Context: an optimization exercise on an open-source flow, tuned for small area. The choices shown serve that exercise and are no tape-out recipe.
Function was checked by simulation only, so behaviour that the tests miss may differ from the original.
Power and IR drop assume default switching activity. The flow treats the clock pin as an ideal source, which a real chip does not have.

==> flow/design.v <==
package boreal_ledger_pkg;
  localparam logic [31:0] LEDGER_CHAIN_SEED = 32'hB0EA_1000;
  localparam int COMMITTED_BIT = 0;
  localparam int POLICY_LSB    = 1;
  localparam int NONCE_LSB     = 33;
  localparam int OPCODE_LSB    = 65;
  localparam int ENTRY_W       = 97;
  function automatic logic [31:0] ledger_chain_mix(
    input logic [31:0] chain,
    input logic [31:0] seq,
    input logic [31:0] opcode,
    input logic [31:0] nonce,
    input logic [31:0] policy_hash,
    input logic        committed
  );
    ledger_chain_mix = {chain[26:0], chain[31:27]} ^ seq ^ opcode ^ nonce ^ policy_hash
           ^ {31'b0, committed};
  endfunction
endpackage
import boreal_ledger_pkg::*;
module boreal_ledger_mem
#(
  parameter int DEPTH = 16,
  parameter int AW    = $clog2(DEPTH)
) (
  input  logic               clk,
  input  logic [DEPTH-1:0]   row_we,
  input  logic [DEPTH-1:0]   row_keep,
  input  logic [ENTRY_W-1:0] wr_data,
  input  logic [DEPTH-1:0]   rd_sel,
  output logic [ENTRY_W-1:0] rd_data
);
  logic [ENTRY_W-1:0] mem [DEPTH];
  always_ff @(posedge clk) begin
    for (int i = 0; i < DEPTH; i++) begin
      mem[i] <= (mem[i] & {ENTRY_W{row_keep[i]}}) | (wr_data & {ENTRY_W{row_we[i]}});
    end
  end
  always_comb begin
    rd_data = '0;
    for (int i = 0; i < DEPTH; i++) begin
      rd_data = rd_data | ({ENTRY_W{rd_sel[i]}} & mem[i]);
    end
  end
endmodule
import boreal_ledger_pkg::*;
module boreal_ledger
#(
  parameter int DEPTH = 16,
  parameter int AW    = $clog2(DEPTH)
) (
  input  logic          clk,
  input  logic          rst,
  input  logic          ledger_wr_en,
  input  logic [31:0]   wr_opcode,
  input  logic [31:0]   wr_nonce,
  input  logic          wr_committed,
  input  logic [31:0]   wr_policy_hash,
  input  logic          rd_ready,
  output logic          rd_valid,
  output logic [31:0]   rd_seq,
  output logic [31:0]   rd_opcode,
  output logic [31:0]   rd_nonce,
  output logic [31:0]   rd_policy_hash,
  output logic          rd_committed,
  output logic [31:0]   rd_chain,
  output logic [AW:0]   ledger_count,
  output logic          ledger_full,
  output logic          overflow,
  output logic [15:0]   drop_count,
  output logic [31:0]   chain_head
);
  logic [31:0]        seq_ctr;
  logic [DEPTH-1:0]   rd_sel;
  logic [DEPTH-1:0]   row_we;
  logic               pop;
  logic               wr_accept;
  logic [31:0]        chain_next;
  logic [AW:0]        count_next;
  logic [ENTRY_W-1:0] wr_data;
  logic [ENTRY_W-1:0] rd_data;
  assign pop = rd_valid && rd_ready;
  assign wr_accept = ledger_wr_en && (!ledger_count[AW] || pop);
  assign chain_next = boreal_ledger_pkg::ledger_chain_mix(chain_head, seq_ctr, wr_opcode,
                                       wr_nonce, wr_policy_hash,
                                       wr_committed);
  assign wr_data = {wr_opcode, wr_nonce, wr_policy_hash, wr_committed};
  always_comb begin
    count_next = ledger_count;
    case ({wr_accept, pop})
      2'b10:   count_next = ledger_count + 1'b1;
      2'b01:   count_next = ledger_count - 1'b1;
      default: count_next = ledger_count;
    endcase
  end
  always_ff @(posedge clk) begin
    if (rst) begin
      seq_ctr      <= '0;
      chain_head   <= LEDGER_CHAIN_SEED;
      ledger_count <= '0;
      overflow     <= 1'b0;
      drop_count   <= '0;
    end else begin
      if (wr_accept) begin
        seq_ctr    <= seq_ctr + 32'd1;
        chain_head <= chain_next;
      end else if (ledger_wr_en) begin
        overflow <= 1'b1;
        if (drop_count != 16'hFFFF) begin
          drop_count <= drop_count + 16'd1;
        end
      end
      ledger_count <= count_next;
    end
  end
  assign ledger_full = ledger_count[AW];
  always_ff @(posedge clk) begin
    if (rst) begin
      rd_valid   <= 1'b0;
      rd_chain   <= LEDGER_CHAIN_SEED;
      rd_sel     <= DEPTH'(1);
    end else if (!rd_valid) begin
      if (ledger_count != '0) begin
        rd_valid <= 1'b1;
        rd_chain <= boreal_ledger_pkg::ledger_chain_mix(rd_chain, rd_seq, rd_opcode,
                                       rd_nonce, rd_policy_hash,
                                       rd_committed);
      end
    end else if (rd_ready) begin
      rd_valid   <= 1'b0;
      rd_sel     <= {rd_sel[DEPTH-2:0], rd_sel[DEPTH-1]};
    end
  end
  assign rd_seq = seq_ctr - {{(31-AW){1'b0}}, ledger_count};
  always_comb begin
    for (int i = 0; i < DEPTH; i++) begin
      row_we[i] = wr_accept && (seq_ctr[AW-1:0] == AW'(i));
    end
  end
  boreal_ledger_mem #(
    .DEPTH (DEPTH),
    .AW    (AW)
  ) u_mem (
    .clk     (clk),
    .row_we  (row_we),
    .row_keep(~row_we),
    .wr_data (wr_data),
    .rd_sel  (rd_sel),
    .rd_data (rd_data)
  );
  assign rd_opcode      = rd_data[OPCODE_LSB +: 32];
  assign rd_nonce       = rd_data[NONCE_LSB +: 32];
  assign rd_policy_hash = rd_data[POLICY_LSB +: 32];
  assign rd_committed   = rd_data[COMMITTED_BIT];
endmodule
Settings: LEC_CHECK=0, CAP_MARGIN=20, CORE_MARGIN=2, CORE_UTILIZATION=60, SLEW_MARGIN=20, SYNTH_HIERARCHICAL=1; clock period 5.0 ns.
standard.sh (not shown) runs the stock make flow with config.mk's settings and CLKGATE_MAP_FILE= SYNTH_SCRIPT=/design/flow/synth_recipe.tcl, a recipe that flattens the netlist after the stock synthesis.
==> flow/flow/run.sh <==
#!/bin/bash
# The standard layout (the standard.sh, unchanged synthesis, floorplan,
# power grid and routing), with two placement/CTS choices changed:
#   - port buffers are sky130_fd_sc_hd__buf_1 instead of the resizer's pick
#     (a clkdlybuf4s50_1 delay cell); every port still gets its own buffer;
#   - clock tree synthesis inserts no dummy loads and clusters up to 24
#     sinks (120 um across) under each clkbuf_16 leaf buffer.
# Each make step's full output is in orfs/logs/...; make's own output goes to
# flow_make.log in this folder.
set -euo pipefail
export BUFFER_PORTS_ARGS="-buffer_cell sky130_fd_sc_hd__buf_1"
export CTS_ARGS="-sink_clustering_enable -repair_clock_nets -dont_use_dummy_load -buf_list sky130_fd_sc_hd__clkbuf_16 -sink_clustering_size 24 -sink_clustering_max_diameter 120"
bash standard.sh finish > flow_make.log 2>&1
Edit:
- CORE_UTILIZATION: 60 -> 40
Result: Flip-flop and latch count is unchanged. Via count hardly moves. Power goes up slightly. Global-route usage fell by 12 points. Combinational power rises by a few percent. Hold slack hardly moves. Wire length increases by a little under a tenth. Register-to-register slack degrades by 0.06 ns.

---

Starts from the design.v that is shown in full above.
export LEC_CHECK = 0
export CAP_MARGIN = 20
export CORE_MARGIN = 2
export CORE_UTILIZATION = 40
export SLEW_MARGIN = 20
export SYNTH_HIERARCHICAL = 1
create_clock -name core_clock -period 5.0 [get_ports {clk}]
run.sh (not shown) runs the stock make flow with config.mk's settings and CLKGATE_MAP_FILE= SYNTH_SCRIPT=/design/flow/synth_recipe.tcl, a recipe that flattens the netlist after the stock synthesis.
Stock flow here: none of the scripts above is used.
The first run ran to the end with no violations.
Rerun with:
==> flow/flow/run.sh (new file) <==
#!/bin/bash
# The standard layout (the standard.sh, unchanged synthesis, floorplan,
# power grid and routing), with two placement/CTS choices changed:
#   - port buffers are sky130_fd_sc_hd__buf_1 instead of the resizer's pick
#     (a clkdlybuf4s50_1 delay cell); every port still gets its own buffer;
#   - clock tree synthesis inserts no dummy loads and clusters up to 30
#     sinks (150 um across) under each clkbuf_16 leaf buffer.
# Each make step's full output is in orfs/logs/...; make's own output goes to
# flow_make.log in this folder.
set -euo pipefail
export BUFFER_PORTS_ARGS="-buffer_cell sky130_fd_sc_hd__buf_1"
export CTS_ARGS="-sink_clustering_enable -repair_clock_nets -dont_use_dummy_load -buf_list sky130_fd_sc_hd__clkbuf_16 -sink_clustering_size 30 -sink_clustering_max_diameter 150"
bash standard.sh finish > flow_make.log 2>&1
==> flow/standard.sh (new file) <==
#!/bin/bash
# synth_recipe.tcl (not shown) runs the flow's synth.tcl, then flattens the netlist and writes it again
# the make line also repeats each setting of config.mk as NAME=value (left out here)
make -C /OpenROAD-flow-scripts/flow DESIGN_CONFIG=/design/flow/config.mk WORK_HOME=/design/flow/orfs CLKGATE_MAP_FILE= SYNTH_SCRIPT=/design/flow/synth_recipe.tcl "${@:-finish}"
- CORE_UTILIZATION: 40 -> 60
removed: flow/run.sh
Outcome:
- design area goes down by 10%
- core utilization goes up by 17 points
- die area goes down by 33%
- power goes down by 21%
- routed wire length goes down by 7.4%
- global-route usage goes up by 12 points
- register-to-register slack improves by 0.46 ns
- maximum frequency goes up by 2.4%
- synthesized cell count does not change
- clock-buffer cell count goes down by 200
Rerun with:
==> flow/flow/run.sh (replaced) <==
#!/bin/bash
# The standard layout (the standard.sh, unchanged synthesis, floorplan,
# power grid and routing), with two placement/CTS choices changed:
#   - port buffers are sky130_fd_sc_hd__buf_1 instead of the resizer's pick
#     (a clkdlybuf4s50_1 delay cell); every port still gets its own buffer;
#   - clock tree synthesis inserts no dummy loads.
# Each make step's full output is in orfs/logs/...; make's own output goes to
# flow_make.log in this folder.
set -euo pipefail
export BUFFER_PORTS_ARGS="-buffer_cell sky130_fd_sc_hd__buf_1"
export CTS_ARGS="-sink_clustering_enable -repair_clock_nets -dont_use_dummy_load"
bash standard.sh finish > flow_make.log 2>&1
- CORE_UTILIZATION: 60 -> 40
What happened: Area after synthesis is unchanged; final cell count climbs by roughly a tenth; first-iteration DRC count drops by roughly a tenth; utilization drops by 19 points; clock skew climbs by 0.018 ns; worst hold slack is worse by 0.012 ns; wire length climbs by a little under a tenth; synthesized cell count stays the same.

---

boreal_ledger, a different RTL version from the one above (not shown whole).
Size in the first run: ~1,700 flip-flops.
clock: 5.0 ns
lec_check: 0
cap_margin: 20
core_margin: 2
core_utilization: 50
slew_margin: 20
synth_hierarchical: 1
synth_minimum_keep_size: 0
standard.sh (not shown) runs the stock make flow with config.mk's settings and CLKGATE_MAP_FILE= SYNTH_SCRIPT=/design/flow/synth_recipe.tcl, a recipe that flattens the netlist after the stock synthesis.
==> flow/flow/run.sh <==
#!/bin/bash
# The standard layout (the standard.sh, unchanged synthesis, floorplan,
# power grid and routing), with two placement/CTS choices changed:
#   - port buffers are sky130_fd_sc_hd__buf_1 instead of the resizer's pick
#     (a clkdlybuf4s50_1 delay cell); every port still gets its own buffer;
#   - clock tree synthesis inserts no dummy loads and clusters up to 24
#     sinks (120 um across) under each clkbuf_16 leaf buffer.
# Each make step's full output is in orfs/logs/...; make's own output goes to
# flow_make.log in this folder.
set -euo pipefail
export BUFFER_PORTS_ARGS="-buffer_cell sky130_fd_sc_hd__buf_1"
export CTS_ARGS="-sink_clustering_enable -repair_clock_nets -dont_use_dummy_load -buf_list sky130_fd_sc_hd__clkbuf_16 -sink_clustering_size 24 -sink_clustering_max_diameter 120"
bash standard.sh finish > flow_make.log 2>&1
Rerun with:
==> flow/flow/run.sh (replaced) <==
#!/bin/bash
# The standard layout (the standard.sh, unchanged synthesis, floorplan,
# power grid and routing), with two placement/CTS choices changed:
#   - port buffers are sky130_fd_sc_hd__buf_1 instead of the resizer's pick
#     (a clkdlybuf4s50_1 delay cell); every port still gets its own buffer;
#   - clock tree synthesis inserts no dummy loads and clusters up to 30
#     sinks (120 um across) under each clkbuf_16 leaf buffer.
# Each make step's full output is in orfs/logs/...; make's own output goes to
# flow_make.log in this folder.
set -euo pipefail
export BUFFER_PORTS_ARGS="-buffer_cell sky130_fd_sc_hd__buf_1"
export CTS_ARGS="-sink_clustering_enable -repair_clock_nets -dont_use_dummy_load -buf_list sky130_fd_sc_hd__clkbuf_16 -sink_clustering_size 30 -sink_clustering_max_diameter 120"
bash standard.sh finish > flow_make.log 2>&1
Settings changed: CORE_UTILIZATION 50 to 60.
The new run produced a clean layout.
Routed wire length went down by 2.6%.
Worst hold slack hardly moves.
Clock skew drops by 6.2 ps.
Sequential share of layout area is higher by 0.61 points.
Synthesized cell count is unchanged.
Final area falls by 1.2%.
Die area goes down by 16%.
Non-clock buffer count goes up by 1.
Global-route usage rose by 6.1 points.
Setup slack degrades by 73 ps.
First-iteration DRC count came out higher by 2.5%.
Rerun with:
Settings changed: CORE_UTILIZATION 60 to 70.
After rerunning:
- synthesized cell count stays the same
- final cell count is lower by a few percent
- die area is lower by about a fifth
- critical path depth is lower by 2
- routed wire length is lower by a few percent
- global-route usage is higher by 5.5 points
- total power is lower slightly
- setup slack loses 26 ps
- final area is lower slightly
- via count is higher slightly

---

== onyx ==
Starting RTL as in the previous note.
clock: 5.0 ns
lec_check: 0
cap_margin: 20
core_margin: 2
core_utilization: 60
place_density: 0.75
slew_margin: 20
synth_hierarchical: 1
synth_minimum_keep_size: 0
==> flow/flow/run.sh <==
#!/bin/bash
# The standard layout (the standard.sh, unchanged synthesis, floorplan,
# power grid and routing), with two placement/CTS choices changed:
#   - port buffers are sky130_fd_sc_hd__buf_1 instead of the resizer's pick
#     (a clkdlybuf4s50_1 delay cell); every port still gets its own buffer;
#   - clock tree synthesis inserts no dummy loads and clusters up to 30
#     sinks (120 um across) under each clkbuf_16 leaf buffer.
# Each make step's full output is in orfs/logs/...; make's own output goes to
# flow_make.log in this folder.
set -euo pipefail
export BUFFER_PORTS_ARGS="-buffer_cell sky130_fd_sc_hd__buf_1"
export CTS_ARGS="-sink_clustering_enable -repair_clock_nets -dont_use_dummy_load -buf_list sky130_fd_sc_hd__clkbuf_16 -sink_clustering_size 30 -sink_clustering_max_diameter 120"
bash standard.sh finish > flow_make.log 2>&1
The following lists how amber was set up differently from onyx:
Settings: a deleted PLACE_DENSITY that had been 0.75.
--- a/flow/flow/run.sh
+++ b/flow/flow/run.sh
@@ -6 +6 @@
-#   - clock tree synthesis inserts no dummy loads and clusters up to 30
+#   - clock tree synthesis inserts no dummy loads and clusters up to 24
@@ -12 +12 @@
-export CTS_ARGS="-sink_clustering_enable -repair_clock_nets -dont_use_dummy_load -buf_list sky130_fd_sc_hd__clkbuf_16 -sink_clustering_size 30 -sink_clustering_max_diameter 120"
+export CTS_ARGS="-sink_clustering_enable -repair_clock_nets -dont_use_dummy_load -buf_list sky130_fd_sc_hd__clkbuf_16 -sink_clustering_size 24 -sink_clustering_max_diameter 120"
Findings:
Changes observed in amber relative to onyx: timing-limited maximum frequency rose 0.77%, combinational-cell power consumption climbed about 1%. amber ends up with a share of final-layout standard cells stronger than drive strength 1 that is 0.79 points higher than in onyx. Per-cell routed wire length: higher on amber. amber vs onyx — final worst slack rose 0.037 ns.

-- static timing again, ports no longer ideal --
No port has a modelled driver above. Below, the same layouts with a new extraction and two added sets of constraints. Step 1, drivers: a clkbuf_16 drives clk and a buf_2 each remaining input, both assumed. Step 2 times the ports against the registers' clock, not the clock port: input delays grow and output delays shrink by t, the midpoint of the rising clock arrivals with the driver on. a / b / c = ideal ports / drivers / drivers and shift; a / b = the first two.
run	shift t [ns]	setup WS [ns]	clock arrival spread, ns
the first run of note 1	0.765	0.214 / 0.135 / 0.872	0.050 / 0.050
the second run of note 1	0.800	0.140 / 0.055 / 0.691	0.076 / 0.076
the first run of note 2	0.881	0.082 / -0.002 / 0.681	0.060 / 0.061
the second run of note 2	0.762	0.195 / 0.118 / 0.864	0.070 / 0.070
the third run of note 2	0.869	0.059 / -0.026 / 0.630	0.069 / 0.069
the first run of note 3	0.772	0.205 / 0.122 / 0.796	0.058 / 0.058
the second run of note 3	0.761	0.132 / 0.052 / 0.459	0.064 / 0.064
the third run of note 3	0.756	0.105 / 0.022 / 0.778	0.068 / 0.069
onyx	0.755	0.153 / 0.072 / 0.827	0.072 / 0.072
amber	0.764	0.190 / 0.112 / 0.507	0.052 / 0.053
After both steps setup and hold are still met in every run listed.
